Source: an optimization exercise on an open RTL-to-GDS flow (aim: a short achievable clock period and few clock cycles). Production flows keep margins and buffers that such runs may drop.
Function was checked by simulation only, so behaviour that the tests miss may differ from the original.
The clock port is modelled as an ideal driver; clocking choices that lean on that would not hold on a real chip.
No activity file was given, so power comes from the tool's default toggle rates.

[config.mk]
export PLATFORM = sky130hd
export DESIGN_NAME = pio_req_unit
export DESIGN_NICKNAME = pio_req_unit
export VERILOG_FILES = /design/flow/design.v
export SDC_FILE = /design/flow/constraint.sdc
export NUM_CORES = 4
export LEC_CHECK = 0
export CAP_MARGIN = 20
export CORE_MARGIN = 2
export CORE_UTILIZATION = 60
export SETUP_SLACK_MARGIN = 2.5
export SLEW_MARGIN = 20
export SYNTH_HIERARCHICAL = 1
export TNS_END_PERCENT = 100
[constraint.sdc]
create_clock -name core_clock -period 5.0 [get_ports {clk}]
set_input_delay 1.0000 -clock core_clock [delete_from_list [all_inputs] [get_ports {clk}]]
set_output_delay 1.0000 -clock core_clock [all_outputs]
set_load 0.01 [all_outputs]
[design.v]
`default_nettype none
package pio_pkg;
   typedef struct packed {
      logic [5-1:0]  thr_id;
      logic [2-1:0]  buf_id;
      logic [3-1:0] size;
      logic [40-1:0] addr;
      logic [64-1:0] data;
   } ucb_req_t;
   typedef struct packed {
      logic [64-43-1:0] pad;
      logic [43-1:0]             map_addr;
   } pio_hdr_t;
   typedef union packed {
      pio_hdr_t                hdr;
      logic [64-1:0]  raw;
   } pio_payload_u;
   typedef struct packed {
      logic                   is_data;
      logic                   rw;         
      logic [1:0]             dest;
      logic [5-1:0]  thr_id;
      logic [2-1:0]  buf_id;
      logic [3-1:0] size;
      logic                   dword;      
      logic                   word_sel;   
      pio_payload_u           payload;
   } queue_word_t;
   typedef struct packed {
      logic                   rw;
      logic [1:0]             dest;
      logic [15:0]            be;
      logic [64-1:0] ad;
      logic [5-1:0]  thr_id;
      logic [2-1:0]  buf_id;
   } pio_out_t;
   typedef struct packed {
      logic [16-1:0] addr;
      logic [32-1:0]      data;
   } csr_wr_t;
endpackage
`default_nettype wire
`timescale 1ns/1ps
`default_nettype none
module pio_g_nand2 (input wire logic a, b, output logic y);
   assign y = ~(a & b);
endmodule
module pio_g_nand3 (input wire logic a, b, c, output logic y);
   assign y = ~(a & b & c);
endmodule
module pio_g_nand4 (input wire logic a, b, c, d, output logic y);
   assign y = ~(a & b & c & d);
endmodule
module pio_g_nor2 (input wire logic a, b, output logic y);
   assign y = ~(a | b);
endmodule
module pio_g_nor3 (input wire logic a, b, c, output logic y);
   assign y = ~(a | b | c);
endmodule
module pio_g_nor2b (input wire logic a, bn, output logic y);
   assign y = ~(a | ~bn);
endmodule
module pio_g_o21ai (input wire logic a1, a2, b1, output logic y);
   assign y = ~((a1 | a2) & b1);
endmodule
module pio_g_o31ai (input wire logic a1, a2, a3, b1, output logic y);
   assign y = ~((a1 | a2 | a3) & b1);
endmodule
`default_nettype wire
`default_nettype none
module pio_g_nand4b (input wire logic a_n, b, c, d, output logic y);
   assign y = ~(~a_n & b & c & d);
endmodule
module pio_g_inv (input wire logic a, output logic y);
   assign y = ~a;
endmodule
`default_nettype wire
`timescale 1ns/1ps
`default_nettype none
module pio_g_mux #(parameter int W = 1) (
   input  wire logic         s,
   input  wire logic [W-1:0] a1,
   input  wire logic [W-1:0] a0,
   output logic      [W-1:0] y
);
   assign y = s ? a1 : a0;
endmodule
`default_nettype wire
`timescale 1ns/1ps
`default_nettype none
module pio_issue (
   input  wire logic [3:0]  m,        
   input  wire logic [15:1] ok,
   input  wire logic        z_n,      
   input  wire logic        ok4_n,    
   input  wire logic        ok8_n,    
   input  wire logic        ok12_n,   
   output logic             pio_req
);
   logic [3:0] t1, t2, t3;
   logic [3:0] a;
   logic       a0_n, b1, b2, b3;
   logic [3:0] base_n;
   assign base_n = {ok12_n, ok8_n, ok4_n, z_n};
   for (genvar h = 0; h < 4; h++) begin : g_h
      if (h == 0) begin : g_lo
         pio_g_nand2 g_t1 (.a(m[0]), .b(ok[1]), .y(t1[h]));
      end else begin : g_hi
         pio_g_nand2 g_t1 (.a(m[0]), .b(ok[4*h+1]), .y(t1[h]));
      end
      pio_g_nand2 g_t2 (.a(m[1]), .b(ok[4*h+2]), .y(t2[h]));
      pio_g_nand3 g_t3 (.a(m[0]), .b(m[1]), .c(ok[4*h+3]), .y(t3[h]));
      pio_g_nand4 g_a  (.a(base_n[h]), .b(t1[h]), .c(t2[h]), .d(t3[h]), .y(a[h]));
   end
   pio_g_inv   g_a0 (.a(a[0]), .y(a0_n));
   pio_g_nand2 g_b1 (.a(m[2]), .b(a[1]), .y(b1));
   pio_g_nand2 g_b2 (.a(m[3]), .b(a[2]), .y(b2));
   pio_g_nand3 g_b3 (.a(m[3]), .b(m[2]), .c(a[3]), .y(b3));
   pio_g_nand4 g_req (.a(a0_n), .b(b1), .c(b2), .d(b3), .y(pio_req));
endmodule
`default_nettype wire
`timescale 1ns/1ps
`default_nettype none
module pio_req_unit (
   input  wire logic        clk,
   input  wire logic        rst,
   input  wire logic [3:0]  max_pio,
   input  wire logic        rd_vld,
   input  wire logic        wr_vld,
   input  wire logic [4:0]  req_thr_id,
   input  wire logic [1:0]  req_buf_id,
   input  wire logic [2:0]  req_size,
   input  wire logic [39:0] req_addr,
   input  wire logic [63:0] req_data,
   output logic             req_accepted,
   output logic             csr_wr,
   output logic [15:0]      csr_wr_addr,
   output logic [31:0]      csr_wr_data,
   output logic [15:0]      csr_rd_addr,
   output logic             csr_rd_ack,
   output logic [4:0]       csr_ack_thr,
   output logic [1:0]       csr_ack_buf,
   input  wire logic        pio_pop,
   input  wire logic        rd_done,
   output logic             pio_req,
   output logic             pio_data_vld,
   output logic             pio_out_rw,
   output logic [1:0]       pio_out_dest,
   output logic [15:0]      pio_out_be,
   output logic [63:0]      pio_out_ad,
   output logic [4:0]       pio_out_thr_id,
   output logic [1:0]       pio_out_buf_id
);
   localparam int DEPTH = 16;
   localparam int HW    = 1 + 2 + 16 + 5 + 2 + 43;
   localparam int WW    = 1 + HW;
   logic        space;
   logic        late_wr_n, late_rd_n, late_n;
   logic        acc_n;
   logic        hit;
   logic [6:0]  pw, pr, ph;
   logic        xw_n, xr_n;
   logic        gw0_n, gw1_n, gr0_n, gr1_n, gh0_n, gh1_n;
   pio_g_nor2  g_pw0 (.a(req_addr[38]), .b(req_addr[37]), .y(pw[0]));
   pio_g_nor2  g_pw1 (.a(req_addr[36]), .b(req_addr[35]), .y(pw[1]));
   pio_g_nor2  g_pw2 (.a(req_addr[34]), .b(req_addr[33]), .y(pw[2]));
   pio_g_nor2  g_pw3 (.a(req_addr[32]), .b(req_addr[31]), .y(pw[3]));
   pio_g_nor2  g_pw4 (.a(req_addr[30]), .b(req_addr[29]), .y(pw[4]));
   pio_g_nor2  g_pw5 (.a(req_addr[28]), .b(req_addr[27]), .y(pw[5]));
   pio_g_nor3  g_pw6 (.a(req_addr[26]), .b(req_addr[25]), .c(req_addr[24]), .y(pw[6]));
   pio_g_nand3 g_xw  (.a(req_addr[39]), .b(wr_vld), .c(space), .y(xw_n));
   pio_g_nand4  g_gw0 (.a(pw[0]), .b(pw[1]), .c(pw[2]), .d(pw[3]), .y(gw0_n));
   pio_g_nand4b g_gw1 (.a_n(xw_n), .b(pw[4]), .c(pw[5]), .d(pw[6]), .y(gw1_n));
   pio_g_nor2  g_pr0 (.a(req_addr[37]), .b(req_addr[38]), .y(pr[0]));
   pio_g_nor2  g_pr1 (.a(req_addr[35]), .b(req_addr[36]), .y(pr[1]));
   pio_g_nor2  g_pr2 (.a(req_addr[33]), .b(req_addr[34]), .y(pr[2]));
   pio_g_nor2  g_pr3 (.a(req_addr[31]), .b(req_addr[32]), .y(pr[3]));
   pio_g_nor2  g_pr4 (.a(req_addr[29]), .b(req_addr[30]), .y(pr[4]));
   pio_g_nor2  g_pr5 (.a(req_addr[27]), .b(req_addr[28]), .y(pr[5]));
   pio_g_nor3  g_pr6 (.a(req_addr[25]), .b(req_addr[26]), .c(req_addr[24]), .y(pr[6]));
   pio_g_nand3 g_xr  (.a(req_addr[39]), .b(rd_vld), .c(space), .y(xr_n));
   pio_g_nand4  g_gr0 (.a(pr[0]), .b(pr[1]), .c(pr[2]), .d(pr[3]), .y(gr0_n));
   pio_g_nand4b g_gr1 (.a_n(xr_n), .b(pr[4]), .c(pr[5]), .d(pr[6]), .y(gr1_n));
   pio_g_o21ai g_cw (.a1(gw0_n), .a2(gw1_n), .b1(late_wr_n), .y(csr_wr));
   pio_g_o21ai g_cr (.a1(gr0_n), .a2(gr1_n), .b1(late_rd_n), .y(csr_rd_ack));
   pio_g_nor2  g_ph0 (.a(req_addr[38]), .b(req_addr[36]), .y(ph[0]));
   pio_g_nor2  g_ph1 (.a(req_addr[37]), .b(req_addr[35]), .y(ph[1]));
   pio_g_nor2  g_ph2 (.a(req_addr[34]), .b(req_addr[32]), .y(ph[2]));
   pio_g_nor2  g_ph3 (.a(req_addr[33]), .b(req_addr[31]), .y(ph[3]));
   pio_g_nor2  g_ph4 (.a(req_addr[30]), .b(req_addr[28]), .y(ph[4]));
   pio_g_nor2  g_ph5 (.a(req_addr[29]), .b(req_addr[27]), .y(ph[5]));
   pio_g_nor3  g_ph6 (.a(req_addr[24]), .b(req_addr[26]), .c(req_addr[25]), .y(ph[6]));
   pio_g_nand4  g_gh0 (.a(ph[0]), .b(ph[1]), .c(ph[2]), .d(ph[3]), .y(gh0_n));
   pio_g_nand4  g_gh1 (.a(ph[4]), .b(ph[5]), .c(ph[6]), .d(req_addr[39]), .y(gh1_n));
   pio_g_o21ai g_ac (.a1(rd_vld), .a2(wr_vld), .b1(space), .y(acc_n));
   pio_g_nand2 g_ra (.a(acc_n), .b(late_n), .y(req_accepted));
   logic late_wr_nxt, late_rd_nxt;
   assign hit = ~gh0_n & ~gh1_n;
   assign late_wr_nxt = wr_vld & hit & ~space & late_wr_n;
   assign late_rd_nxt = rd_vld & hit & ~space & late_rd_n;
   always_ff @(posedge clk) begin
      if (rst) begin
         late_wr_n <= 1'b1;
         late_rd_n <= 1'b1;
         late_n    <= 1'b1;
      end else begin
         late_wr_n <= ~late_wr_nxt;
         late_rd_n <= ~late_rd_nxt;
         late_n    <= ~(late_wr_nxt | late_rd_nxt);
      end
   end
   assign csr_wr_addr  = req_addr[15:0];
   assign csr_wr_data  = req_data[31:0];
   assign csr_rd_addr  = req_addr[15:0];
   assign csr_ack_thr  = req_thr_id;
   assign csr_ack_buf  = req_buf_id;
   logic        c_acc, c_rd, c_wr, c_csr, c_q;
   logic [4:0]  c_thr;
   logic [1:0]  c_buf;
   logic [2:0]  c_size;
   logic [39:0] c_addr;
   logic [63:0] c_data;
   always_ff @(posedge clk) begin
      if (rst)
         c_acc <= 1'b0;
      else
         c_acc <= (rd_vld | wr_vld) & space;
      c_rd   <= rd_vld;
      c_wr   <= wr_vld;
      c_thr  <= req_thr_id;
      c_buf  <= req_buf_id;
      c_size <= req_size;
      c_addr <= req_addr;
      c_data <= req_data;
   end
   assign c_csr = c_addr[39:24] == 16'h8000;
   assign c_q   = c_acc & ~c_csr;
   logic [42:0] map;
   logic [1:0]  dest;
   logic [7:0]  lane;
   logic [15:0] be;
   always_comb begin
      if (c_addr[39:32] == 8'h80) begin
         if (c_addr[31:28] == 4'h0) begin
            map = {15'h4000, c_addr[27:0]};
            if (c_addr[27:24] == 4'hE)      dest = 2'd2;
            else if (c_addr[27:24] == 4'hF) dest = 2'd3;
            else                            dest = 2'd1;
         end else begin
            map  = {11'h600, c_addr[31:0]};
            dest = 2'd0;
         end
      end else begin
         map = {3'h7, c_addr};
         if (c_addr[39:38] == 2'b11) dest = c_addr[37] ? 2'd3 : 2'd2;
         else                        dest = 2'd1;
      end
      case (c_size)
         3'd0:    lane = 8'h01;
         3'd1:    lane = 8'h03;
         3'd2:    lane = 8'h0f;
         default: lane = 8'hff;
      endcase
      lane = lane << c_addr[2:0];
      if (c_size == 3'd4)   be = 16'hffff;
      else if (c_addr[3])   be = {lane, 8'h00};
      else                  be = {8'h00, lane};
   end
   logic [WW-1:0]    mem [0:DEPTH-1];
   logic [DEPTH-1:0] wsel;             
   logic [DEPTH-1:0] wsel1;            
   logic [DEPTH-1:0] rsel;             
   logic [DEPTH:1]   cnt;              
   logic [DEPTH:1]   tot;              
   logic [DEPTH:1]   tot_base, tot_nxt;
   logic             take;
   logic [WW-1:0]    head;
   logic             spec1, spec2;
   assign wsel1 = {wsel[DEPTH-2:0], wsel[DEPTH-1]};
   always_comb begin
      head = '0;
      for (int i = 0; i < DEPTH; i++)
         head = head | (mem[i] & {WW{rsel[i]}});
   end
   always_ff @(posedge clk) begin
      for (int i = 0; i < DEPTH; i++) begin
         if (~c_acc)
            ;
         else if (wsel[i])
            mem[i] <= {1'b0, c_rd, dest, be, c_thr, c_buf, map};
         else if (wsel1[i])
            mem[i] <= {1'b1, {(HW-64){1'b0}}, c_data};
      end
   end
   assign spec2 = wr_vld & space;
   assign spec1 = rd_vld & space;
   logic [DEPTH:1]   tot_nt, tot_t, cnt_q, cnt_nxt;
   logic             space_nt, space_t, space_nxt;
   logic [DEPTH-1:0] rsel_nxt;
   always_comb begin
      if (c_acc & c_csr & c_wr)
         tot_base = {2'b00, tot[DEPTH:3]};
      else if (c_acc & c_csr)
         tot_base = {1'b0, tot[DEPTH:2]};
      else
         tot_base = tot;
      if (spec2) begin
         tot_nt   = {tot_base[DEPTH-2:1], 2'b11};
         tot_t    = {tot_base[DEPTH-1:1], 1'b1};
         space_nt = ~tot_base[DEPTH-3];
         space_t  = ~tot_base[DEPTH-2];
      end else if (spec1) begin
         tot_nt   = {tot_base[DEPTH-1:1], 1'b1};
         tot_t    = tot_base;
         space_nt = ~tot_base[DEPTH-2];
         space_t  = ~tot_base[DEPTH-1];
      end else begin
         tot_nt   = tot_base;
         tot_t    = {1'b0, tot_base[DEPTH:2]};
         space_nt = ~tot_base[DEPTH-1];
         space_t  = ~tot_base[DEPTH];
      end
      if (c_q & c_wr)
         cnt_q = {cnt[DEPTH-2:1], 2'b11};
      else if (c_q)
         cnt_q = {cnt[DEPTH-1:1], 1'b1};
      else
         cnt_q = cnt;
   end
   pio_g_mux #(.W(DEPTH + 1)) g_tot (
      .s  (take),
      .a1 ({space_t, tot_t}),
      .a0 ({space_nt, tot_nt}),
      .y  ({space_nxt, tot_nxt})
   );
   pio_g_mux #(.W(DEPTH)) g_cnt (
      .s  (take),
      .a1 ({1'b0, cnt_q[DEPTH:2]}),
      .a0 (cnt_q),
      .y  (cnt_nxt)
   );
   pio_g_mux #(.W(DEPTH)) g_rsel (
      .s  (take),
      .a1 ({rsel[DEPTH-2:0], rsel[DEPTH-1]}),
      .a0 (rsel),
      .y  (rsel_nxt)
   );
   always_ff @(posedge clk) begin
      if (rst) begin
         wsel  <= {{(DEPTH-1){1'b0}}, 1'b1};
         rsel  <= {{(DEPTH-1){1'b0}}, 1'b1};
         cnt   <= '0;
         tot   <= '0;
         space <= 1'b1;
      end else begin
         if (c_q)
            wsel <= c_wr ? {wsel1[DEPTH-2:0], wsel1[DEPTH-1]} : wsel1;
         rsel  <= rsel_nxt;
         cnt   <= cnt_nxt;
         tot   <= tot_nxt;
         space <= space_nxt;
      end
   end
   logic        o_dat, i_hdr, i_dat, i_rw;
   logic        o_rw;
   logic [1:0]  o_dest;
   logic [15:0] o_be;
   logic [63:0] o_ad;
   logic [4:0]  o_thr;
   logic [1:0]  o_buf;
   logic        free;
   logic        rd_pop;
   logic [16:1] pend, pend_nxt;        
   logic        o_hdr_nxt, o_rw_nxt;
   logic [15:1] ok;
   logic        z_n;
   logic [HW-1:0] o_nxt;
   logic [2:0]  ctl_nxt;
   logic        o_dat_nxt;
   assign free   = ~(i_hdr | i_dat) | pio_pop;
   assign take   = free & cnt[1];
   assign rd_pop = pio_pop & i_hdr & i_rw;
   pio_g_mux #(.W(HW)) g_onxt (
      .s  (take),
      .a1 ({head[HW-1:43], head[42:0]}),
      .a0 ({o_rw, o_dest, o_be, o_thr, o_buf, o_ad[42:0]}),
      .y  (o_nxt)
   );
   pio_g_mux #(.W(1)) g_odat (
      .s  (free),
      .a1 (take & head[WW-1]),
      .a0 (o_dat),
      .y  (o_dat_nxt)
   );
   pio_g_mux #(.W(3)) g_ictl (
      .s  (free),
      .a1 ({take & ~head[WW-1], take & head[WW-1], head[HW-1]}),
      .a0 ({i_hdr, i_dat, i_rw}),
      .y  (ctl_nxt)
   );
   logic [20:0] o_hi_nxt;
   pio_g_mux #(.W(21)) g_ohi (
      .s  (take),
      .a1 (head[63:43] & {21{head[WW-1]}}),
      .a0 (o_ad[63:43]),
      .y  (o_hi_nxt)
   );
   always_ff @(posedge clk) begin
      if (rst) begin
         o_dat <= 1'b0;
         i_hdr <= 1'b0;
         i_dat <= 1'b0;
      end else begin
         o_dat <= o_dat_nxt;
         i_hdr <= ctl_nxt[2];
         i_dat <= ctl_nxt[1];
      end
      i_rw <= ctl_nxt[0];
      {o_rw, o_dest, o_be, o_thr, o_buf, o_ad[42:0]} <= o_nxt;
      o_ad[63:43] <= o_hi_nxt;
   end
   always_comb begin
      pend_nxt = pend;
      if (rd_pop & ~rd_done)
         pend_nxt = {pend[15:1], 1'b1};
      else if (~rd_pop & rd_done)
         pend_nxt = {1'b0, pend[16:2]};
   end
   assign o_hdr_nxt = ctl_nxt[2];
   assign o_rw_nxt  = ctl_nxt[0];
   always_ff @(posedge clk) begin
      if (rst) begin
         pend   <= '0;
         ok     <= '0;
         z_n    <= 1'b1;
      end else begin
         pend   <= pend_nxt;
         for (int m = 1; m < 16; m++)
            ok[m] <= o_hdr_nxt & o_rw_nxt & ~pend_nxt[m+1];
         z_n    <= ~(o_hdr_nxt & (~o_rw_nxt | ~pend_nxt[1]));
      end
   end
   pio_issue pio_issue_inst (
      .m       (max_pio),
      .ok      (ok),
      .z_n     (z_n),
      .ok4_n   (~ok[4]),
      .ok8_n   (~ok[8]),
      .ok12_n  (~ok[12]),
      .pio_req (pio_req)
   );
   assign pio_data_vld   = o_dat;
   assign pio_out_rw     = o_rw;
   assign pio_out_dest   = o_dest;
   assign pio_out_be     = o_be;
   assign pio_out_ad     = o_ad;
   assign pio_out_thr_id = o_thr;
   assign pio_out_buf_id = o_buf;
endmodule
`default_nettype wire
[flow/run.sh]
#!/bin/bash
# Standard layout with these changes: port buffers made from regular buffers
# instead of delay cells, cell sizing free to change a cell's footprint, a
# fanout limit for the repair steps (flow/fanout.tcl), and the ports of the
# request-to-CSR and throttle paths placed side by side on the left edge
# (flow/pins.tcl) before the rest are placed.
set -euo pipefail
F=$PWD/flow/fanout.tcl
K=(MATCH_CELL_FOOTPRINT=0 "BUFFER_PORTS_ARGS=-buffer_cell sky130_fd_sc_hd__buf_4"
   PRE_RESIZE_TCL=$F PRE_CTS_TCL=$F PRE_GLOBAL_ROUTE_TCL=$F
   PRE_REPAIR_TIMING_POST_PLACE_TCL=$F)
bash standard.sh "${K[@]}" floorplan > make_floorplan.log 2>&1
ODB=orfs/results/sky130hd/pio_req_unit/base/2_floorplan.odb \
   openroad -no_init -exit flow/pins.tcl > pins.log 2>&1
bash standard.sh "${K[@]}" finish > make_finish.log 2>&1
[flow/fanout.tcl]
# Optimization-only design rule for this stage's repair_design: keep nets to a
# small fanout so that select and enable nets get buffer trees.
set_max_fanout 12 [current_design]
[flow/pins.tcl]
# Place the ports of the short input-to-output paths next to each other on
# the left edge, on met3 tracks two tracks apart, centred on the edge.
read_db $::env(ODB)
set block [ord::get_db_block]
set die [$block getDieArea]
set order {
   req_addr[39] req_addr[24] req_addr[38] req_addr[37] req_addr[36]
   req_addr[35] req_addr[34] req_addr[33] csr_wr csr_rd_ack req_accepted
   rd_vld wr_vld req_addr[32] req_addr[31] req_addr[30] req_addr[29]
   req_addr[28] req_addr[27] req_addr[26] req_addr[25]
   {} {}
   max_pio[0] max_pio[1] pio_req max_pio[2] max_pio[3]
}
# met3 tracks: offset 0.34 um, pitch 0.68 um
set n [llength $order]
set ymid [expr {([$die yMin] + [$die yMax]) / 2000.0}]
set k0 [expr {int(($ymid - $n * 0.68) / 0.68)}]
set i 0
foreach p $order {
   if {$p ne {}} {
      set y [expr {0.34 + ($k0 + 2 * $i) * 0.68}]
      place_pin -pin_name $p -layer met3 -location [list 0.4 $y] -force_to_die_boundary
   }
   incr i
}
foreach p $order {
   if {$p ne {}} {
      set bt [$block findBTerm $p]
      puts "$p [[lindex [$bt getBPins] 0] getPlacementStatus]"
   }
}
write_db $::env(ODB)
[standard.sh]
#!/bin/bash
# synth_recipe.tcl (not shown) runs the flow's synth.tcl, then flattens the netlist and writes it again
# the make line also repeats each setting of config.mk as NAME=value (left out here)
make -C /OpenROAD-flow-scripts/flow DESIGN_CONFIG=/design/flow/config.mk WORK_HOME=/design/flow/orfs CLKGATE_MAP_FILE= SYNTH_SCRIPT=/design/flow/synth_recipe.tcl "${@:-finish}"
==> results of run 1 <==
[cells by family after synthesis]
group           synth area share
compound gates             0.107
flops                      0.620
buf+inv                   0.0416
simple gates              0.0542
mux                        0.177
other cells            0.0000583
[state kept, by name, indices dropped and copies added, names as in the netlist, 2 cells and up]
| register | flops |
|---|---|
| rsel | 16 |
| o_buf | 2 |
| wsel | 16 |
| o_ad | 64 |
| c_thr | 5 |
| tot | 16 |
| c_data | 64 |
| c_addr | 40 |
| o_thr | 5 |
| pend | 16 |
| c_buf | 2 |
| c_size | 3 |
| ok | 15 |
| mem | 1120 |
| o_dest | 2 |
| o_be | 16 |
| cnt | 16 |
[metrics by stage]
step                setup WS (ps)   util  hold WS (ps)
global placement             1500  0.625           407
floorplan                    2480      -           393
detailed placement          -4800  0.677           411
finish                       2270  0.736           329
CTS                          2080  0.717           305
global route                 2190  0.736           315
[metal layers]
metal,GRT usage,vias to the layer above,routed length (µm)
met5,0.0104,-,407
met4,0.235,26,15800
met3,0.126,992,35900
met2,0.658,4190,109000
met1,0.578,23691,86700
li1,-,19040,-
[per-module statistics from Yosys (local to each module, per instance), a selection]
module / copies in the design / area [µm²] / cells inside / flip-flops and latches
pio_g_inv: 1 / 3.75 / 1 / 0
pio_g_nand2: 11 / 3.75 / 1 / 0
pio_g_nand3: 7 / 5.00 / 1 / 0
pio_g_nand4: 9 / 6.26 / 1 / 0
pio_g_nand4b: 2 / 8.76 / 1 / 0
pio_g_nor2: 18 / 3.75 / 1 / 0
pio_g_nor3: 3 / 10.0 / 1 / 0
pio_g_o21ai: 3 / 5.00 / 1 / 0
pio_req_unit: 1 / 62000 / 4425 / 1431
[path summary, 6_finish.rpt]
kind	startpoint	endpoint	slack (ps)	depth (start not counted)
max	wr_vld	csr_wr	2270	6
min	req_data[32]	c_data[32]	330	1
max reg2reg	c_addr[37]	tot[13]	2300	10
min reg2reg	late_wr_n	late_wr_n	430	1
[cells in the mapped netlist, drive strengths merged]
library cell	instances
edfxtp	1120
mux2	932
clkbuf	415
nor2	329
dfxtp	311
a21oi	259
a221oi	237
a22o	234
buf	159
a22oi	95
nor2b	93
nand4	77
and2	69
mux2i	66
nand2	30
inv	25
o21ai	23
and3	21
or2	21
nor3	20
a211oi	17
o21a	17
nand3	14
a221o	13
a2111oi	5
nor4	5
a31oi	4
a21boi	3
nand4b	3
o22ai	3
o31ai	3
a21o	2
nor4b	2
o22a	2
a211o	1
a222oi	1
conb	1
nand2b	1
nand3b	1
o21bai	1
o221ai	1
o2bb2ai	1
or3	1
[power breakdown]
| group | leakage, µW | switching (µW) | internal (µW) |
|---|---|---|---|
| Sequential | 0.0129 | 551 | 14300 |
| Combinational | 0.0136 | 3690 | 2970 |
| Clock | 0.00230 | 4630 | 6320 |
[what timing repair did]
| item | 4_1_cts | 5_1_grt |
|---|---|---|
| gates cloned | 0 | 5 |
| endpoints found under the hold margin | 0 | 0 |
| pin swaps | 12 | 61 |
| setup endpoints to repair | 2260 | 1485 |
| resized for setup | 1130 | 788 |
| setup buffers | 6 | 79 |
[placed cells by master, fill, tap and decap left out, types with 10 or more instances in the layout]
| cell type | Yosys | final |
|---|---|---|
| a211oi_1 | 17 | 16 |
| buf_6 | 9 | 92 |
| a221oi_2 | 0 | 29 |
| mux2i_1 | 66 | 65 |
| a22o_1 | 234 | 234 |
| nand2_1 | 29 | 24 |
| inv_1 | 25 | 23 |
| clkinv_1 | 0 | 15 |
| clkbuf_16 | 0 | 165 |
| buf_12 | 3 | 62 |
| nor2b_1 | 93 | 83 |
| clkdlybuf4s50_1 | 0 | 138 |
| buf_8 | 1 | 38 |
| dlymetal6s2s_1 | 0 | 55 |
| clkbuf_2 | 0 | 82 |
| mux2_2 | 871 | 863 |
| nor3_1 | 16 | 15 |
| nand4_1 | 77 | 77 |
| or2_2 | 20 | 18 |
| clkbuf_8 | 0 | 21 |
| diode_2 | 0 | 18 |
| a221oi_1 | 237 | 207 |
| a21oi_1 | 259 | 251 |
| a221o_1 | 13 | 13 |
| edfxtp_1 | 1120 | 1120 |
| dfxtp_4 | 0 | 36 |
| and2_1 | 69 | 68 |
| buf_4 | 71 | 456 |
| buf_2 | 29 | 21 |
| a22oi_1 | 95 | 93 |
| clkbuf_1 | 415 | 54 |
| o21ai_0 | 17 | 15 |
| nor2_4 | 0 | 10 |
| and3_1 | 21 | 20 |
| o21a_4 | 0 | 16 |
| dfxtp_1 | 311 | 267 |
| nor2_1 | 327 | 315 |
| clkbuf_4 | 0 | 66 |
| mux2_4 | 61 | 69 |
[layout make-up]
class / instances / area, µm²
clock buffers: 236 / 4520
inverters: 25 / 101
multi-input cells: 2608 / 22500
fillers: 6995 / 28100
clock inverters: 26 / 186
well taps: 1403 / 1760
diodes: 18 / 45.0
repair buffers: 1015 / 9480
flip-flops and latches: 1431 / 40000
==> flow_summary.yaml, run 1 <==
setup_path:
  cpMostUsedCell: "buf_8"
  critPathTopFamily: "buffers and inverters"
  critPathBufInv: 3
  critPathCaptureType: "output port"
  crit_slowest_cell: "nand4b_1"
  crit_arrival_ps: 1730
  startpoint_type: "input pin"
  crit_type: "input pin to output port"
  worstPathMaxFanout: 4
  slowest_delay_ps: 180
  cp_data_required_time_ps: 4000
  crit_chain: "buf_8, buf_8, nand3_2, nand4b_1, o21ai_1, buf_4"
timing:
  timing.final.hold_violations: 0
  rsz0062_at_grt: "yes"
  finClkSkew_ps: 29.0
  tightest_slew_ps: 1210
  setup_viol_count_final: 0
  fmax_ghz: 0.366
  setup_tns_ps: 0
  slew_viol_final: 0
  period_share: 0.546
  period_needed_ps: 2730
  slew_headroom: 0.194
synth:
  synth_top_area_share: 0.523
  syn_nets: 4762
  syn_avg_cell_area_um2: 13.9
  ys_warn_count: 8
  synth_top_cell_by_area: "edfxtp_1"
  synth_area_um2: 64300
  seq_area_frac_synth: 0.620
  yosys.cell_types.count: 60
  postSynthCellCount: 4638
  ys_seq_elements: 1431
  synth_area_leaders: "edfxtp_1 (52%), mux2_2 (15%), dfxtp_1 (9.7%)"
clock_network:
  cts_tree: "yes"
  clk_pin_slew_ps: 60
  cts_made_buffers: 151
  clock_latency_ps: 780
  cts_sinks: 1431
  hold_buffers: 0
floorplan:
  die_w_um: 331
  rows: 120
  coreArea_um2: 107000
  pin_count: 264
  dieArea_um2: 110000
  dieHeight_um: 331
  start_util: 0.603
placed_design:
  io_buffers: 289
  dpl_cell_area_um2: 72200
  dpl.hpwl_um: 162000
  placed_cells: 6392
  gp_congestion: 0.828
run_status:
  outcome: "finished clean"
grt:
  gr-usage-all-layers: 0.438
  grt_pass1_wl_um: 342000
  grt_overflow: 0
  grt_start_max_net_pins: 17
  antenna_found_initial: 18
  grt_pass1_vias: 45264
cells_and_area:
  instances_no_fill: 6762
  design_area_um2: 78600
  nNetsFinal: 5356
  drive_gt1_frac: 0.399
  area_growth_pct: 22.2
detailed_routing:
  ant_nets: 0
  dr.pass1.iters: 9
  detail_route.vias_per_cell: 7.09
  drc_errors: 0
  vias: 47939
  finalWirelength_um: 248000
  wire_per_inst_um: 36.7
  drt_iter0_drc: 7816
flow_run:
  cap_violations: 0
power:
  ir_worst_vdd_mv: 0.323
  p_per_area_nw_per_um2: 412
  power_uw: 32400
  p_leak_uw: 0.0288
worst_hold_path:
  hp-class: "input pin to register"
Testbench counts, summed over its fixed seeds: cycles 7,368.
==> run 2: changes to the inputs <==
==> flow/run.sh (replaced) <==
#!/bin/bash
# Standard layout with these changes: port buffers made from regular buffers,
# cell sizing free to change a cell's footprint, no delay cells in the repair
# steps (flow/nodly.tcl), and the ports of the request-to-CSR and throttle
# paths placed side by side on the left edge (flow/pins.tcl) before the rest
# are placed.
set -euo pipefail
F=$PWD/flow/nodly.tcl
K=(MATCH_CELL_FOOTPRINT=0 "BUFFER_PORTS_ARGS=-buffer_cell sky130_fd_sc_hd__buf_4"
   PRE_FLOORPLAN_TCL=$F PRE_GLOBAL_PLACE_TCL=$F PRE_RESIZE_TCL=$F
   PRE_DETAIL_PLACE_TCL=$F PRE_REPAIR_TIMING_POST_PLACE_TCL=$F
   PRE_CTS_TCL=$F PRE_GLOBAL_ROUTE_TCL=$F)
bash standard.sh synth > make_synth.log 2>&1
bash standard.sh "${K[@]}" floorplan > make_floorplan.log 2>&1
ODB=orfs/results/sky130hd/pio_req_unit/base/2_floorplan.odb \
   openroad -no_init -exit flow/pins.tcl > pins.log 2>&1
bash standard.sh "${K[@]}" finish > make_finish.log 2>&1
==> flow/nodly.tcl (new file) <==
# Keep the repair steps from using delay cells as buffers.
set_dont_use [get_lib_cells {sky130_fd_sc_hd__dlygate* sky130_fd_sc_hd__dlymetal* sky130_fd_sc_hd__clkdlybuf*}]
removed: flow/fanout.tcl
==> run 2 against run 1 <==
Net effect: register-to-register slack better by 90 ps; critical path type unchanged; sequential power rose by 3%; utilization decreased by 5.4 points.
==> flow_summary.yaml, run 2 <==
timing:
  period_share: 0.552
  timing.final.hold_violations: 0
  slew_viol_final: 0
  finClkSkew_ps: 18.3
  tightest_slew_ps: 1230
  period_needed_ps: 2760
  fmax_ghz: 0.362
  rsz0062_at_grt: "yes"
  setup_viol_count_final: 0
  setup_tns_ps: 0
  slew_headroom: 0.181
grt:
  gr-usage-all-layers: 0.394
  grt_overflow: 0
  grtUsageMet3: 0.0864
  grt_pass1_wl_um: 310000
  grtUsageMet1: 0.551
  grt_pass1_vias: 42058
  grt_start_max_net_pins: 74
  use_met2: 0.599
  antenna_found_initial: 13
  grt.busiest_layer: "met2"
setup_path:
  critPathCaptureType: "output port"
  worstPathMaxFanout: 3
  crit_type: "input pin to output port"
  reg2reg_to: "space"
  cp_data_required_time_ps: 4000
  crit_arrival_ps: 1760
  startpoint_type: "input pin"
  crit_slowest_cell: "o21ai_2"
  slowest_delay_ps: 200
  reg2reg_from: "c_addr[36]"
  ff2ff_setup_slack_ps: 2390
  crit_chain: "buf_12, nor3_4, nand4b_1, o21ai_2, buf_4"
  worstRegToRegCells: 9
synth:
  synth_simple_gate_area_share: 0.0542
  ys_seq_elements: 1431
  synth_top_cell_by_area: "edfxtp_1"
  postSynthCellCount: 4638
  synth-adder-area-share: 0
  ys_warn_count: 8
  synthFlopType: "edfxtp_1"
  yosys.cell_types.count: 60
  async_flop_share: 0
  synth_area_leaders: "edfxtp_1 (52%), mux2_2 (15%), dfxtp_1 (9.7%)"
  syn_nets: 4762
  yosys.area_share.xor_xnor: 0
  syn_avg_cell_area_um2: 13.9
  seq_area_frac_synth: 0.620
  yosysMostFrequentCell: "edfxtp_1"
  synth_top_family_by_area: "multiplexers"
  synth_compound_area_frac: 0.107
  synth_area_um2: 64300
  synth_edf_count: 1120
  muxShareOfSynthArea: 0.177
  synth_top_area_share: 0.523
  synthTopCellsByCount: "edfxtp_1 (1,120), mux2_2 (871), clkbuf_1 (415)"
placed_design:
  dpl.hpwl_um: 106000
  io_buffers: 289
  dpl_cell_area_um2: 66700
  gp_congestion: 0.792
floorplan:
  pin_count: 264
  start_util: 0.603
  dieArea_um2: 110000
  dieHeight_um: 331
  die_w_um: 331
  rows: 120
  coreArea_um2: 107000
detailed_routing:
  ant_nets: 0
  drt_iter0_drc: 6463
  finalWirelength_um: 222000
  drc_errors: 0
  wire_per_inst_um: 35.7
  detail_route.vias_per_cell: 7.04
  vias: 43888
  dr.pass1.iters: 8
run_status:
  outcome: "finished clean"
worst_hold_path:
  holdPathStages: 1
  hp-start: "req_addr[22]"
  worstHoldEndpoint: "c_addr[22]"
  hp-class: "input pin to register"
cells_and_area:
  final_util: 0.683
  final_common_cell: "edfxtp_1"
  reg_top3: "mem: 1120 flops, c_data: 64 flops, o_ad: 64 flops"
  nNetsFinal: 4824
  layout_common_cells: "edfxtp_1 (1,120), mux2_2 (868), nor2_1 (322)"
  area_growth_pct: 13.3
  regMostFlops: "mem"
  drive_gt1_frac: 0.357
  design_area_um2: 72900
  largest_reg_flops: 1120
clock_network:
  clock_latency_ps: 770
  hold_buffers: 0
  cts_sinks: 1431
  cts_tree: "yes"
  clk_pin_slew_ps: 60
  cts_made_buffers: 152
power:
  ir_worst_vdd_mv: 0.361
  p_leak_uw: 0.0251
  p_per_area_nw_per_um2: 435
flow_run:
  cap_violations: 0
run 2: cell types whose count changed in the layout (fill, tap and decap cells not counted), sizes merged:
cell / before / now
a21boi: 3 / 4
buf: 670 / 436
bufinv: 3 / 9
clkbuf: 388 / 268
clkdlybuf4s50: 138 / 0
clkinv: 23 / 27
clkinvlp: 0 / 1
diode: 18 / 6
dlymetal6s2s: 55 / 0
inv: 25 / 28
o21a: 17 / 33
run 2: cell type report:
type / count / area, µm²
well taps: 1403 / 1760
clock buffers: 240 / 4490
fillers: 7631 / 33900
flip-flops and latches: 1431 / 40000
repair buffers: 464 / 3670
multi-input cells: 2625 / 22400
repair inverters: 1 / 8.76
clock inverters: 39 / 394
diodes: 6 / 15.0
inverters: 25 / 120
run 2: worst max-delay path, delay by kind of cell:
kind	cells	cell delay, ps
compound gates	1	200
buf+inv	2	250
simple gates	2	310
run 2: kinds of logic after synthesis:
logic type      count (synthesis)
buf+inv                       599
compound gates                922
flops                        1431
other cells                     1
mux                           998
simple gates                  687
run 2: how the worst max path moves through the flow:
| stage | to | from | slack (ps) |
|---|---|---|---|
| 2_1_floorplan | mem[0][0] | wsel[15] | 2480 |
| 3_3_place_gp | rsel[2] | pio_pop | 1730 |
| 3_5_place_dp | ok[15] | pio_pop | 1670 |
| 4_1_cts | csr_rd_ack | req_addr[24] | 2290 |
| 5_1_grt | csr_wr | req_addr[27] | 2220 |
| 6_report | csr_rd_ack | req_addr[25] | 2240 |
run 2: layer usage:
layer / share of wire / wire (µm)
met3: 0.13 / 29700
met4: 0.046 / 10200
met5: 0.00022 / 48
met2: 0.45 / 99800
met1: 0.37 / 82600
run 2: through the flow:
step / power (µW) / hold WS (ps) / setup slack [ps] / cells
after global routing: 32500 / 325 / 2220 / 6229
after CTS: 31600 / 304 / 2290 / 6194
after global placement: 20300 / 408 / 1730 / 5861
final: 31700 / 333 / 2240 / 6234
after floorplan: 18100 / 393 / 2480 / 4638
after detailed placement: 20400 / 422 / 1670 / 5863
run 2: report_power, final:
part | switching (µW) | internal [µW] | leakage [µW]
logic | 2820 | 2390 | 0.00986
registers | 1020 | 14300 | 0.0129
clock network | 4670 | 6570 | 0.00239
total | 8510 | 23200 | 0.0251
run 2: Yosys stat by module (local to each module, per instance), excerpt:
module / cell area (µm²) / copies in the design / cells inside
pio_req_unit: 62000 / 1 / 4425
pio_g_nand3: 5.00 / 7 / 1
pio_g_nand4: 6.26 / 9 / 1
pio_g_nor2: 3.75 / 18 / 1
pio_g_o21ai: 5.00 / 3 / 1
pio_g_nor3: 10.0 / 3 / 1
run 2: what timing repair did:
action,CTS,global route
setup buffers,35,31
endpoints found under the setup margin,956,314
pin swaps,39,18
gates cloned,17,3
gates resized for setup,136,64
==> run 3: changes to the inputs <==
--- a/config.mk
+++ b/config.mk
@@ -7,7 +7,8 @@
 export LEC_CHECK = 0
 export CAP_MARGIN = 20
 export CORE_MARGIN = 2
-export CORE_UTILIZATION = 60
+export CORE_UTILIZATION = 75
+export PLACE_DENSITY = 0.8
 export SETUP_SLACK_MARGIN = 2.5
 export SLEW_MARGIN = 20
 export SYNTH_HIERARCHICAL = 1
==> run 3 against run 2 <==
Net effect: still clean on timing, DRC and antenna; utilization grew 16 points; combinational power is 2% lower; cell area fell by 1.1%; sequential share of layout area grew 0.62 points; global-route usage is 7.5 points higher; wire length is 3.7% lower; clock power fell by 4%; die area fell by 20%; worst setup slack got worse by 15 ps; critical path type unchanged; largest power group unchanged; highest routed layer unchanged.
==> flow_summary.yaml, run 3 <==
synth:
  seq_area_frac_synth: 0.620
  synthTopCellsByCount: "edfxtp_1 (1,120), mux2_2 (871), clkbuf_1 (415)"
  synth_area_leaders: "edfxtp_1 (52%), mux2_2 (15%), dfxtp_1 (9.7%)"
  yosys.area_share.xor_xnor: 0
  ys_seq_elements: 1431
  synthFlopType: "edfxtp_1"
  postSynthCellCount: 4638
  synth_top_cell_by_area: "edfxtp_1"
  muxShareOfSynthArea: 0.177
  yosys.cell_types.count: 60
  yosysMostFrequentCell: "edfxtp_1"
  synth_simple_gate_area_share: 0.0542
  ys_warn_count: 8
  synth_compound_area_frac: 0.107
  synth_area_um2: 64300
  synth_top_family_by_area: "multiplexers"
  async_flop_share: 0
  syn_avg_cell_area_um2: 13.9
  syn_nets: 4762
  synth_edf_count: 1120
  synth-adder-area-share: 0
  synth_top_area_share: 0.523
setup_path:
  crit_arrival_ps: 1780
  cp_data_required_time_ps: 4000
  worstPathMaxFanout: 4
  reg2reg_from: "wsel[3]"
  startpoint: "req_addr[26]"
  crit_type: "input pin to output port"
  critPathCaptureType: "output port"
  startpoint_type: "input pin"
cells_and_area:
  area_growth_pct: 12.0
  layout_common_cells: "edfxtp_1 (1,120), mux2_2 (868), nor2_1 (323)"
  drive_gt1_frac: 0.355
  nNetsFinal: 4814
  largest_reg_flops: 1120
  final_util: 0.846
  regMostFlops: "mem"
  final_common_cell: "edfxtp_1"
  reg_top3: "mem: 1120 flops, c_data: 64 flops, o_ad: 64 flops"
timing:
  slew_viol_final: 0
  timing.final.hold_violations: 0
  rsz0062_at_grt: "yes"
  setup_tns_ps: 0
  setup_viol_count_final: 0
  finClkSkew_ps: 20.9
  period_share: 0.555
  fmax_ghz: 0.360
  slew_headroom: 0.187
  period_needed_ps: 2780
  tightest_slew_ps: 1220
power:
  p_per_area_nw_per_um2: 432
  ir_worst_vdd_mv: 0.431
  p_leak_uw: 0.0249
floorplan:
  pin_count: 264
  dieArea_um2: 88100
  die_w_um: 297
  dieHeight_um: 297
  rows: 107
  coreArea_um2: 85100
  start_util: 0.755
worst_hold_path:
  hp-start: "req_data[39]"
  hp-class: "input pin to register"
run_status:
  outcome: "finished clean"
grt:
  grt_pass1_wl_um: 299000
  gr-usage-all-layers: 0.469
  grt_overflow: 0
  grt_start_max_net_pins: 72
  grt_pass1_vias: 43684
  antenna_found_initial: 13
detailed_routing:
  finalWirelength_um: 214000
  ant_nets: 0
  drt_iter0_drc: 8055
  dr.pass1.iters: 7
  drc_errors: 0
  wire_per_inst_um: 35.9
  detail_route.vias_per_cell: 7.64
  vias: 45603
flow_run:
  cap_violations: 0
clock_network:
  hold_buffers: 0
  cts_tree: "yes"
  cts_sinks: 1431
  clock_latency_ps: 770
  clk_pin_slew_ps: 60
  cts_made_buffers: 145
placed_design:
  io_buffers: 289
  dpl.hpwl_um: 99100
  gp_congestion: 0.870
## run 3: path summary, 6_finish.rpt
path	to	slack [ps]	cells after the start
max	csr_rd_ack	2220	5
min	c_data[39]	330	1
max reg2reg	mem[3][9]	2390	2
min reg2reg	late_rd_n	450	1
## run 3: where the power goes
part	internal, µW	switching (µW)
Clock	6190	4530
Combinational	2340	2780
Sequential	14300	1050
Total	22800	8360
## run 3: area by class of cell
type,instances,area (µm²)
antenna,9,22.5
clock buffer,238,4460
clock inverter,33,210
fill,4231,13100
inverter,25,120
multi-input combinational,2625,22300
sequential,1431,40000
tap,1144,1430
timing repair buffer,462,3430
## run 3: cells by family (layout without fill, tap and decap cells)
kind of cell | after synthesis | in the layout
buffers and inverters | 599 | 758
AO/OA/AOI/OAI | 922 | 938
multiplexers | 998 | 998
flip-flops | 1431 | 1431
other | 1 | 10
AND/OR/NAND/NOR | 687 | 688
## run 3: what timing repair did
item	in CTS	in global routing
buffers inserted	59	28
gates resized for setup	112	77
pin swaps	30	28
cloned	13	4
setup endpoints to repair	852	354
## run 3: modules after synthesis (local to each module, per instance), excerpt
module        flops+latches  cells inside
pio_g_inv                 0             1
pio_g_nand3               0             1
pio_g_nand4               0             1
pio_g_nand4b              0             1
pio_g_nor2                0             1
pio_g_nor3                0             1
pio_g_o21ai               0             1
pio_req_unit           1431          4425
## run 3: routing by layer
| layer | routed length [µm] | track usage |
|---|---|---|
| met1 | 67400 | 0.603 |
| met4 | 15600 | 0.272 |
| met5 | 94 | 0 |
| met3 | 38100 | 0.163 |
| met2 | 92900 | 0.697 |
## run 3: worst max-delay path, cell delays in order
cell and delay (ps):
buf_6 130, nor3_2 170, nand4b_1 150, o21ai_1 180, buf_4 140
## run 3: stage by stage
step                      hold slack (ps)  power, µW  instances  instance area (µm²)  worst slack [ps]
after global placement                407      20000       5581                66200              1570
after CTS                             315      30800       5925                71600              2280
after global routing                  321      31700       5958                72000              2160
after floorplan                       393      18100       4638                64300              2480
final                                 331      31200       5967                72100              2220
after detailed placement              419      20200       5582                66200              1490
==> run 4: changes to the inputs <==
--- a/design.v
+++ b/design.v
@@ -225,6 +225,7 @@
          c_acc <= 1'b0;
       else
          c_acc <= (rd_vld | wr_vld) & space;
+      c_csr  <= hit;
       c_rd   <= rd_vld;
       c_wr   <= wr_vld;
       c_thr  <= req_thr_id;
@@ -233,7 +234,6 @@
       c_addr <= req_addr;
       c_data <= req_data;
    end
-   assign c_csr = c_addr[39:24] == 16'h8000;
    assign c_q   = c_acc & ~c_csr;
    logic [42:0] map;
    logic [1:0]  dest;
--- a/config.mk
+++ b/config.mk
@@ -7,8 +7,8 @@
 export LEC_CHECK = 0
 export CAP_MARGIN = 20
 export CORE_MARGIN = 2
-export CORE_UTILIZATION = 75
-export PLACE_DENSITY = 0.8
+export CORE_UTILIZATION = 60
+export GPL_TIMING_DRIVEN = 1
 export SETUP_SLACK_MARGIN = 2.5
 export SLEW_MARGIN = 20
 export SYNTH_HIERARCHICAL = 1
==> run 4 against run 3 <==
Net effect: power is 5.5% lower; final cell count is 4.0% higher; still clean; first-iteration DRC count is 26% lower; clock power is 4% higher; register-to-register slack better by 40 ps; area after synthesis is 0.66% higher; non-clock buffer count is 59 lower; hold slack better by 7.4 ps; via count is 5.6% lower; synthesized cell count is 0.97% higher; worst setup slack better by 61 ps.
==> flow_summary.yaml, run 4 <==
detailed_routing:
  vias: 43066
  drc_errors: 0
  wire_per_inst_um: 34.1
  drt_iter0_drc: 5988
  detail_route.vias_per_cell: 6.94
  finalWirelength_um: 212000
  dr.pass1.iters: 6
  ant_nets: 0
cells_and_area:
  nNetsFinal: 4801
  multi_input_area_um2: 22300
  fillers: 7693
  area_growth_pct: 11.7
  regMostFlops: "mem"
  drive_gt1_frac: 0.351
  reg_top3: "mem: 1120 flops, c_data: 64 flops, o_ad: 64 flops"
  final_common_cell: "edfxtp_1"
  layout_common_cells: "edfxtp_1 (1,120), mux2_2 (819), nor2_1 (316)"
  largest_reg_flops: 1120
  regArea_um2: 40000
clock_network:
  hold_buffers: 0
  clock_latency_ps: 770
  cts_tree: "yes"
  cts_sinks: 1432
  clk_pin_slew_ps: 60
  cts_made_buffers: 151
setup_path:
  worstPathMaxFanout: 8
  crit_arrival_ps: 1720
  critPathCaptureType: "output port"
  cp_data_required_time_ps: 4000
  crit_type: "input pin to output port"
  ff2ff_setup_slack_ps: 2430
  startpoint_type: "input pin"
run_status:
  outcome: "finished clean"
placed_design:
  gp_congestion: 0.843
  io_buffers: 289
  dpl.hpwl_um: 103000
  dpl_worst_slack_ps: 1740
timing:
  tightest_slew_ps: 1240
  slew_viol_final: 0
  setup_viol_count_final: 0
  period_needed_ps: 2720
  fmax_ghz: 0.368
  timing.final.hold_violations: 0
  setup_tns_ps: 0
  period_share: 0.543
  rsz0062_at_grt: "yes"
  slew_headroom: 0.174
  worst_slack_ps: 2290
  finClkSkew_ps: 18.6
grt:
  gr-usage-all-layers: 0.377
  grt_pass1_vias: 41652
  grt_start_max_net_pins: 71
  grt_pass1_wl_um: 300000
  grt_overflow: 0
  antenna_found_initial: 8
flow_run:
  cap_violations: 0
floorplan:
  coreArea_um2: 107000
  pin_count: 264
  die_w_um: 333
  dieHeight_um: 333
  dieArea_um2: 111000
  start_util: 0.605
  rows: 120
synth:
  postSynthCellCount: 4683
  synthTopCellsByCount: "edfxtp_1 (1,120), mux2_2 (819), nor2_1 (320)"
  synthFlopType: "edfxtp_1"
  synth_area_leaders: "edfxtp_1 (52%), mux2_2 (14%), dfxtp_1 (9.6%)"
  yosysMostFrequentCell: "edfxtp_1"
  syn_avg_cell_area_um2: 13.8
  synth_edf_count: 1120
  synth_top_area_share: 0.519
  syn_nets: 4807
  synth_area_um2: 64700
  async_flop_share: 0
  ys_seq_elements: 1432
  synth_top_cell_by_area: "edfxtp_1"
  ys_warn_count: 8
  yosys.cell_types.count: 68
  seq_area_frac_synth: 0.616
power:
  p_int_uw: 22000
  p_leak_uw: 0.0250
  power_uw: 29400
  clkPwrFrac: 0.376
  p_per_area_nw_per_um2: 407
  ir_worst_vdd_mv: 0.319
  swShare: 0.251
  p_comb_frac: 0.125
  power_frac_seq: 0.499
  p_sw_uw: 7380
worst_hold_path:
  hp-class: "input pin to register"
[run 4: final timing paths]
check,start,endpoint,cells after the start
setup / recovery,max_pio[0],pio_req,6
hold / removal,req_data[33],c_data[33],1
setup reg to reg,wsel[9],mem[9][21],3
hold reg to reg,late_wr_n,late_wr_n,1
[run 4: area by class of cell]
class	count	area share
clock buffer	228	0.0636
clock inverter	51	0.00395
inverter	29	0.00187
sequential	1432	0.553
antenna	2	0.0000692
multi-input combinational	2660	0.308
tap	1403	0.0243
timing repair buffer	403	0.0446
[run 4: metrics by stage]
| step | utilization | std cells | hold WS [ps] | cell area, µm² |
|---|---|---|---|---|
| CTS | 0.673 | 6193 | 300 | 72100 |
| detailed placement | 0.624 | 5880 | 417 | 66800 |
| global route | 0.675 | 6206 | 324 | 72300 |
| finish | 0.675 | 6208 | 338 | 72300 |
| global placement | 0.624 | 5880 | 412 | 66800 |
| floorplan | - | 4683 | 392 | 64800 |
[run 4: power groups by stage]
stage	sequential, µW	combinational, µW	clock (µW)
3_3_place_gp	14900	3430	0
5_1_grt	14800	3850	11600
6_report	14700	3670	11100
2_1_floorplan	14600	2300	0
4_1_cts	14700	3590	11100
3_5_place_dp	14900	3490	0
[run 4: critical path, cell delays in order]
cell     delay [ps]
buf_12          120
nand2_2          60
nand4_1         110
nand2_1          90
nand4_1         150
buf_4           190
[run 4: logic make-up after synthesis]
kind of cell,after synthesis,share of synthesized area
DFF,1432,0.616
AOI/OAI and AO/OA,999,0.119
muxes,952,0.168
and+or+nand+nor,692,0.0518
buffers and inverters,607,0.0455
other,1,0.0000579
[run 4: layer usage]
| metal | up-vias | global-route usage | routed length, µm |
|---|---|---|---|
| li1 | 18020 | - | - |
| met1 | 21732 | 0.528 | 81200 |
| met2 | 2832 | 0.581 | 96500 |
| met3 | 480 | 0.0860 | 26300 |
| met4 | 2 | 0.132 | 7740 |
| met5 | - | 0 | 9 |
[run 4: what timing repair did]
item / CTS / global route
gates resized for setup: 48 / 29
pin swaps: 18 / 10
setup buffers: 19 / 12
cloned: 15 / 1
setup endpoints to repair: 926 / 605
[run 4: per-module statistics from Yosys, one instance, submodules excluded, a selection]
module	cell area (µm²)	cells inside	copies in the design	flops+latches
pio_req_unit	62500	4470	1	1432
pio_g_nand2	3.75	1	11	0
pio_g_nand3	5.00	1	7	0
pio_g_nor2	3.75	1	18	0
pio_g_nand4b	8.76	1	2	0
pio_g_nand4	6.26	1	9	0
pio_g_inv	3.75	1	1	0
pio_g_nor3	10.0	1	3	0
pio_g_o21ai	5.00	1	3	0
Testbench counts of run 4, summed over its fixed seeds: cycles 7,368.
==> run 5: changes to the inputs <==
--- a/config.mk
+++ b/config.mk
@@ -8,7 +8,6 @@
 export CAP_MARGIN = 20
 export CORE_MARGIN = 2
 export CORE_UTILIZATION = 60
-export GPL_TIMING_DRIVEN = 1
 export SETUP_SLACK_MARGIN = 2.5
 export SLEW_MARGIN = 20
 export SYNTH_HIERARCHICAL = 1
==> run 5 against run 4 <==
Net effect: hold slack unchanged; power is the same; clock skew did not move; final cell count unchanged; area after synthesis did not move; utilization is the same; first-iteration DRC count did not move; sequential share of layout area did not move; synthesized cell count did not move; sequential cell count did not move; critical path type unchanged.
==> flow_summary.yaml, run 5 <==
timing:
  finClkSkew_ps: 18.6
  setup_viol_count_final: 0
  period_share: 0.543
  period_needed_ps: 2720
  slew_viol_final: 0
  tightest_slew_ps: 1240
  timing.final.hold_violations: 0
  fmax_ghz: 0.368
  slew_headroom: 0.174
  rsz0062_at_grt: "yes"
  setup_tns_ps: 0
setup_path:
  startpoint_type: "input pin"
  crit_arrival_ps: 1720
  crit_type: "input pin to output port"
  ff2ff_setup_slack_ps: 2430
  worstPathMaxFanout: 8
  critPathCaptureType: "output port"
  reg2reg_from: "wsel[9]"
  cp_data_required_time_ps: 4000
  worstRegToRegCells: 3
  reg2reg_to: "mem[9][21]"
detailed_routing:
  topRoutingLayerUsed: "met5"
  vias: 43066
  dr.pass1.iters: 6
  drc_errors: 0
  wire_per_inst_um: 34.1
  drt_iter0_drc: 5988
  wl_met2_um: 96500
  dr_wl_met3_um: 26300
  finalWirelength_um: 212000
  ant_nets: 0
  wl_met1_um: 81200
  detail_route.vias_per_cell: 6.94
synth:
  synthTopCellsByCount: "edfxtp_1 (1,120), mux2_2 (819), nor2_1 (320)"
  async_flop_share: 0
  ys_warn_count: 8
  ys_seq_elements: 1432
  seq_area_frac_synth: 0.616
  yosys.cell_types.count: 68
  synth_area_leaders: "edfxtp_1 (52%), mux2_2 (14%), dfxtp_1 (9.6%)"
  synth_top_cell_by_area: "edfxtp_1"
  postSynthCellCount: 4683
  synth_area_um2: 64700
  synth_top_area_share: 0.519
  synth_edf_count: 1120
  yosysMostFrequentCell: "edfxtp_1"
  syn_avg_cell_area_um2: 13.8
  synthFlopType: "edfxtp_1"
  syn_nets: 4807
cells_and_area:
  final_common_cell: "edfxtp_1"
  regMostFlops: "mem"
  instances_no_fill: 6208
  nNetsFinal: 4801
  largest_reg_flops: 1120
  layout_common_cells: "edfxtp_1 (1,120), mux2_2 (819), nor2_1 (316)"
  area_growth_pct: 11.7
  reg_top3: "mem: 1120 flops, c_data: 64 flops, o_ad: 64 flops"
  design_area_um2: 72300
  fillers: 7693
  drive_gt1_frac: 0.351
clock_network:
  clock_latency_ps: 770
  cts_sinks: 1432
  clk_pin_slew_ps: 60
  hold_buffers: 0
  cts_tree: "yes"
  cts_made_buffers: 151
power:
  ir_worst_vdd_mv: 0.319
  p_per_area_nw_per_um2: 407
  p_leak_uw: 0.0250
worst_hold_path:
  hp-class: "input pin to register"
  holdPathStages: 1
  worstHoldEndpoint: "c_data[33]"
  hp-start: "req_data[33]"
floorplan:
  dieArea_um2: 111000
  start_util: 0.605
  rows: 120
  pin_count: 264
  dieHeight_um: 333
  coreArea_um2: 107000
  die_w_um: 333
grt:
  grt_pass1_wl_um: 300000
  grt_overflow: 0
  grt_pass1_vias: 41652
  gr-usage-all-layers: 0.377
  antenna_found_initial: 8
  grt_start_max_net_pins: 71
placed_design:
  io_buffers: 289
  dpl_cell_area_um2: 66800
  dpl.hpwl_um: 103000
  placed_cells: 5880
  gp_congestion: 0.843
run_status:
  outcome: "finished clean"
flow_run:
  cap_violations: 0
==> run 5: Yosys stat by module, one instance, submodules excluded, a selection <==
module        cell area (µm²)  flip-flops and latches  cells  copies in the design
pio_req_unit            62500                    1432   4470                     1
pio_g_inv                3.75                       0      1                     1
pio_g_o21ai              5.00                       0      1                     3
pio_g_nor3               10.0                       0      1                     3
pio_g_nand4              6.26                       0      1                     9
pio_g_nand2              3.75                       0      1                    11
pio_g_nand4b             8.76                       0      1                     2
pio_g_nor2               3.75                       0      1                    18
pio_g_nand3              5.00                       0      1                     7
==> run 5: kinds of logic after synthesis <==
logic type | Yosys count | synth area share
multiplexers | 952 | 0.168
buffers and inverters | 607 | 0.0455
other | 1 | 0.0000579
flip-flops | 1432 | 0.616
AND/OR/NAND/NOR | 692 | 0.0518
AO/OA/AOI/OAI | 999 | 0.119
==> run 5: how the worst max path moves through the flow <==
stage	startpoint	end	slack [ps]	cells after the start
6_report	max_pio[0]	pio_req	2290	6
5_1_grt	req_addr[27]	csr_wr	2230	5
4_1_cts	max_pio[1]	pio_req	2270	6
3_5_place_dp	pio_pop	tot[5]	1740	7
3_3_place_gp	pio_pop	tot[5]	1720	7
2_1_floorplan	c_acc	mem[11][0]	1830	4
==> run 5: where the power goes <==
part | switching [µW] | internal (µW)
Combinational | 1940 | 1730
Clock | 4640 | 6430
Sequential | 804 | 13900
==> run 5: area by class of cell <==
| type | count | area, µm² | area share |
|---|---|---|---|
| Sequential cell | 1432 | 40000 | 0.553 |
| Inverter | 29 | 135 | 0.00187 |
| Multi-Input combinational cell | 2660 | 22300 | 0.308 |
| Clock buffer | 228 | 4600 | 0.0636 |
| Clock inverter | 51 | 285 | 0.00395 |
| Tap cell | 1403 | 1760 | 0.0243 |
| Timing Repair Buffer | 403 | 3230 | 0.0446 |
| Antenna cell | 2 | 5.00 | 0.0000692 |
==> run 5: stage by stage <==
stage | power (µW) | hold WS (ps) | utilization | worst slack (ps)
2_1_floorplan | 16900 | 392 | - | 1830
3_3_place_gp | 18300 | 412 | 0.624 | 1720
3_5_place_dp | 18400 | 417 | 0.624 | 1740
4_1_cts | 29400 | 300 | 0.673 | 2270
5_1_grt | 30200 | 324 | 0.675 | 2230
6_report | 29400 | 338 | 0.675 | 2290
==> run 5: critical path: stages <==
cell,delay [ps]
buf_12,120
nand2_2,60
nand4_1,110
nand2_1,90
nand4_1,150
buf_4,190
==> run 5: routing by layer <==
layer / vias up / track usage
met1: 21732 / 0.528
met4: 2 / 0.132
li1: 18020 / -
met3: 480 / 0.0860
met2: 2832 / 0.581
met5: - / 0
==> run 5: repair_timing <==
item | CTS | global route
resized for setup | 48 | 29
endpoints found under the setup margin | 926 | 605
gates cloned | 15 | 1
setup buffers | 19 | 12
pin swaps | 18 | 10
==> run 6: changes to the inputs <==
--- a/flow/run.sh
+++ b/flow/run.sh
@@ -6,7 +6,7 @@
 # are placed.
 set -euo pipefail
 F=$PWD/flow/nodly.tcl
-K=(MATCH_CELL_FOOTPRINT=0 "BUFFER_PORTS_ARGS=-buffer_cell sky130_fd_sc_hd__buf_4"
+K=(MATCH_CELL_FOOTPRINT=0 "BUFFER_PORTS_ARGS=-buffer_cell sky130_fd_sc_hd__buf_8"
    PRE_FLOORPLAN_TCL=$F PRE_GLOBAL_PLACE_TCL=$F PRE_RESIZE_TCL=$F
    PRE_DETAIL_PLACE_TCL=$F PRE_REPAIR_TIMING_POST_PLACE_TCL=$F
    PRE_CTS_TCL=$F PRE_GLOBAL_ROUTE_TCL=$F)
==> run 6 against run 5 <==
Net effect: die area unchanged; cell area increased by 2.9%; critical path depth is the same; maximum frequency is 0.60% higher; via count rose by 1.7%; clock power is essentially flat; register-to-register slack about the same; first-iteration DRC count grew 11%; sequential cell count is the same; still clean; utilization up 2.0 points.
==> flow_summary.yaml, run 6 <==
flow_run:
  cap_violations: 0
clock_network:
  cts_made_buffers: 151
  cts_tree: "yes"
  clk_pin_slew_ps: 60
  clock_latency_ps: 770
  hold_buffers: 0
  cts_sinks: 1432
synth:
  synth_top_cell_by_area: "edfxtp_1"
  seq_area_frac_synth: 0.616
  synth_area_leaders: "edfxtp_1 (52%), mux2_2 (14%), dfxtp_1 (9.6%)"
  yosys.cell_types.count: 68
  ys_seq_elements: 1432
  async_flop_share: 0
  synthFlopType: "edfxtp_1"
  synth-adder-area-share: 0
  yosysMostFrequentCell: "edfxtp_1"
  synth_compound_area_frac: 0.119
  syn_nets: 4807
  synthTopCellsByCount: "edfxtp_1 (1,120), mux2_2 (819), nor2_1 (320)"
  synth_top_area_share: 0.519
  synth_edf_count: 1120
  syn_avg_cell_area_um2: 13.8
  muxShareOfSynthArea: 0.168
  ys_warn_count: 8
  synth_top_family_by_area: "multiplexers"
  synth_area_um2: 64700
  synth_simple_gate_area_share: 0.0518
  yosys.area_share.xor_xnor: 0
  postSynthCellCount: 4683
timing:
  fmax_ghz: 0.371
  timing.final.hold_violations: 0
  finClkSkew_ps: 24.9
  period_needed_ps: 2700
  tightest_slew_ps: 1170
  rsz0062_at_grt: "yes"
  setup_viol_count_final: 0
  slew_headroom: 0.221
  slew_viol_final: 0
  period_share: 0.540
  setup_tns_ps: 0
power:
  p_per_area_nw_per_um2: 406
  ir_worst_vdd_mv: 0.323
  power_frac_seq: 0.491
  p_int_uw: 22600
  p_sw_uw: 7550
  p_comb_frac: 0.138
  p_leak_uw: 0.0257
  swShare: 0.250
  clkPwrFrac: 0.371
grt:
  grt_start_max_net_pins: 87
  gr-usage-all-layers: 0.380
  antenna_found_initial: 9
  grt_overflow: 0
  grt_pass1_vias: 42622
  grt_pass1_wl_um: 303000
worst_hold_path:
  holdPathStages: 1
  hp-class: "input pin to register"
  hp-start: "req_data[51]"
cells_and_area:
  nNetsFinal: 4811
  reg_top3: "mem: 1120 flops, c_data: 64 flops, o_ad: 64 flops"
  drive_gt1_frac: 0.350
  multi_input_area_um2: 22200
  instances_no_fill: 6215
  layout_common_cells: "edfxtp_1 (1,120), mux2_2 (819), nor2_1 (319)"
  regArea_um2: 40000
  area_growth_pct: 14.9
  largest_reg_flops: 1120
  fillers: 7556
  final_common_cell: "edfxtp_1"
  regMostFlops: "mem"
setup_path:
  startpoint_type: "input pin"
  startpoint: "max_pio[0]"
  reg2reg_from: "rsel[7]"
  worstRegToRegCells: 6
  worstPathMaxFanout: 8
  crit_arrival_ps: 1700
  ff2ff_setup_slack_ps: 2440
  crit_chain: "buf_12, nand3_2, nand4_1, nand2_1, nand4_1, buf_8"
  slowest_delay_ps: 170
  crit_type: "input pin to output port"
  crit_slowest_cell: "buf_8"
  cp_data_required_time_ps: 4000
  critPathCaptureType: "output port"
  cpMostUsedCell: "nand4_1"
placed_design:
  gp_congestion: 0.820
  io_buffers: 289
  placed_cells: 5881
  dpl.hpwl_um: 104000
run_status:
  outcome: "finished clean"
floorplan:
  rows: 120
  dieHeight_um: 333
  start_util: 0.605
  coreArea_um2: 107000
  dieArea_um2: 111000
  die_w_um: 333
  pin_count: 264
detailed_routing:
  detail_route.vias_per_cell: 7.05
  vias: 43801
  drt_iter0_drc: 6622
  drc_errors: 0
  wire_per_inst_um: 34.3
  ant_nets: 0
  finalWirelength_um: 213000
  dr.pass1.iters: 6
==> run 6: cell counts after synthesis <==
Identical to the previous run, type by type.
==> run 6: area by class of cell <==
class                           instances  share of cell area
Timing Repair inverter                  1            0.000118
Clock inverter                         60             0.00733
Tap cell                             1403              0.0236
Multi-Input combinational cell       2658               0.299
Antenna cell                            4            0.000135
Timing Repair Buffer                  414              0.0717
Inverter                               29             0.00182
Sequential cell                      1432               0.538
Clock buffer                          214              0.0583
==> run 6: kinds of logic after synthesis <==
logic type      after synthesis
flops                      1432
compound gates              999
other cells                   1
buf+inv                     607
mux                         952
simple gates                692
==> run 6: through the flow <==
stage                      util  total power (µW)  worst slack (ps)  hold slack, ps  instance area [µm²]
after floorplan               -             16900              1830             392                64800
after global routing      0.695             30900              2220             305                74400
after detailed placement  0.643             19000              1780             420                68900
after CTS                 0.693             30100              2280             290                74200
after global placement    0.643             18900              1800             411                68900
final                     0.695             30200              2300             321                74400
==> run 6: critical path: cells and delay by family <==
kind,cells,cell delay [ps]
simple gates,4,410
buf+inv,2,280
==> run 6: power groups by stage <==
stage | logic (µW) | registers (µW) | clock network, µW
2_1_floorplan | 2300 | 14600 | 0
3_3_place_gp | 3880 | 15100 | 0
4_1_cts | 4080 | 14800 | 11200
6_report | 4170 | 14800 | 11200
3_5_place_dp | 3950 | 15100 | 0
5_1_grt | 4350 | 14900 | 11700
==> run 6: metal layers <==
metal	global-route usage	wire [µm]	vias up
met5	0	23	-
met4	0.170	10800	4
met3	0.0949	28800	663
met2	0.574	94600	3190
met1	0.521	78800	21922
li1	-	-	18022
==> run 6: final timing paths <==
path                              endpoint
worst min register to register   late_wr_n
worst max register to register    o_ad[51]
worst min-delay path            c_data[51]
worst max-delay path               pio_req
==> run 6: timing repair <==
action / in CTS / in global routing
resized for setup: 32 / 22
setup endpoints to repair: 941 / 208
gates cloned: 14 / 1
pin swaps: 26 / 4
buffers inserted: 28 / 13
==> run 6: modules after synthesis, one instance, submodules excluded, a selection <==
| module | copies in the design | cell area (µm²) | flops+latches |
|---|---|---|---|
| pio_g_nand3 | 7 | 5.00 | 0 |
| pio_g_inv | 1 | 3.75 | 0 |
| pio_g_nor2 | 18 | 3.75 | 0 |
| pio_g_o21ai | 3 | 5.00 | 0 |
| pio_g_nand4 | 9 | 6.26 | 0 |
| pio_g_nand4b | 2 | 8.76 | 0 |

==> static timing again, ports no longer ideal <==
How much do the figures lean on ideal ports? The routed layouts below were timed once more, with nothing changed but the port constraints.
Step 1 (the two cells are an assumption about what drives the block):
set clk [get_ports {clk}]
set_driving_cell -lib_cell sky130_fd_sc_hd__clkbuf_16 $clk
set_driving_cell -lib_cell sky130_fd_sc_hd__buf_2 [delete_from_list [all_inputs] $clk]
Step 2 adds t to the input delays and takes it off the output delays; t is the mean of the earliest and latest rising clock arrival at the registers after step 1. Input paths then give back, and output paths get back, about the clock's delay inside the block.
Three values: no drivers, after step 1, after step 2; two values: the first two.
run	t (ns)	setup WS [ns]	worst setup path after step 2	slew at the worst register clock pin (ns)
run 1	0.853	2.269 / 2.196 / 1.628	input to register	0.07 / 0.07
run 2	0.841	2.239 / 2.178 / 1.961	input to register	0.06 / 0.06
run 3	0.843	2.224 / 2.161 / 1.909	input to register	0.06 / 0.06
run 4	0.839	2.285 / 2.216 / 2.006	input to register	0.07 / 0.07
run 5	0.839	2.285 / 2.216 / 2.006	input to register	0.07 / 0.07
run 6	0.833	2.301 / 2.232 / 1.985	input to register	0.07 / 0.07
After both steps setup and hold are still met in every run listed. For run 1, which loses most, drivers alone change the setup slack by -0.073 ns; drivers and shift together by -0.641 ns.
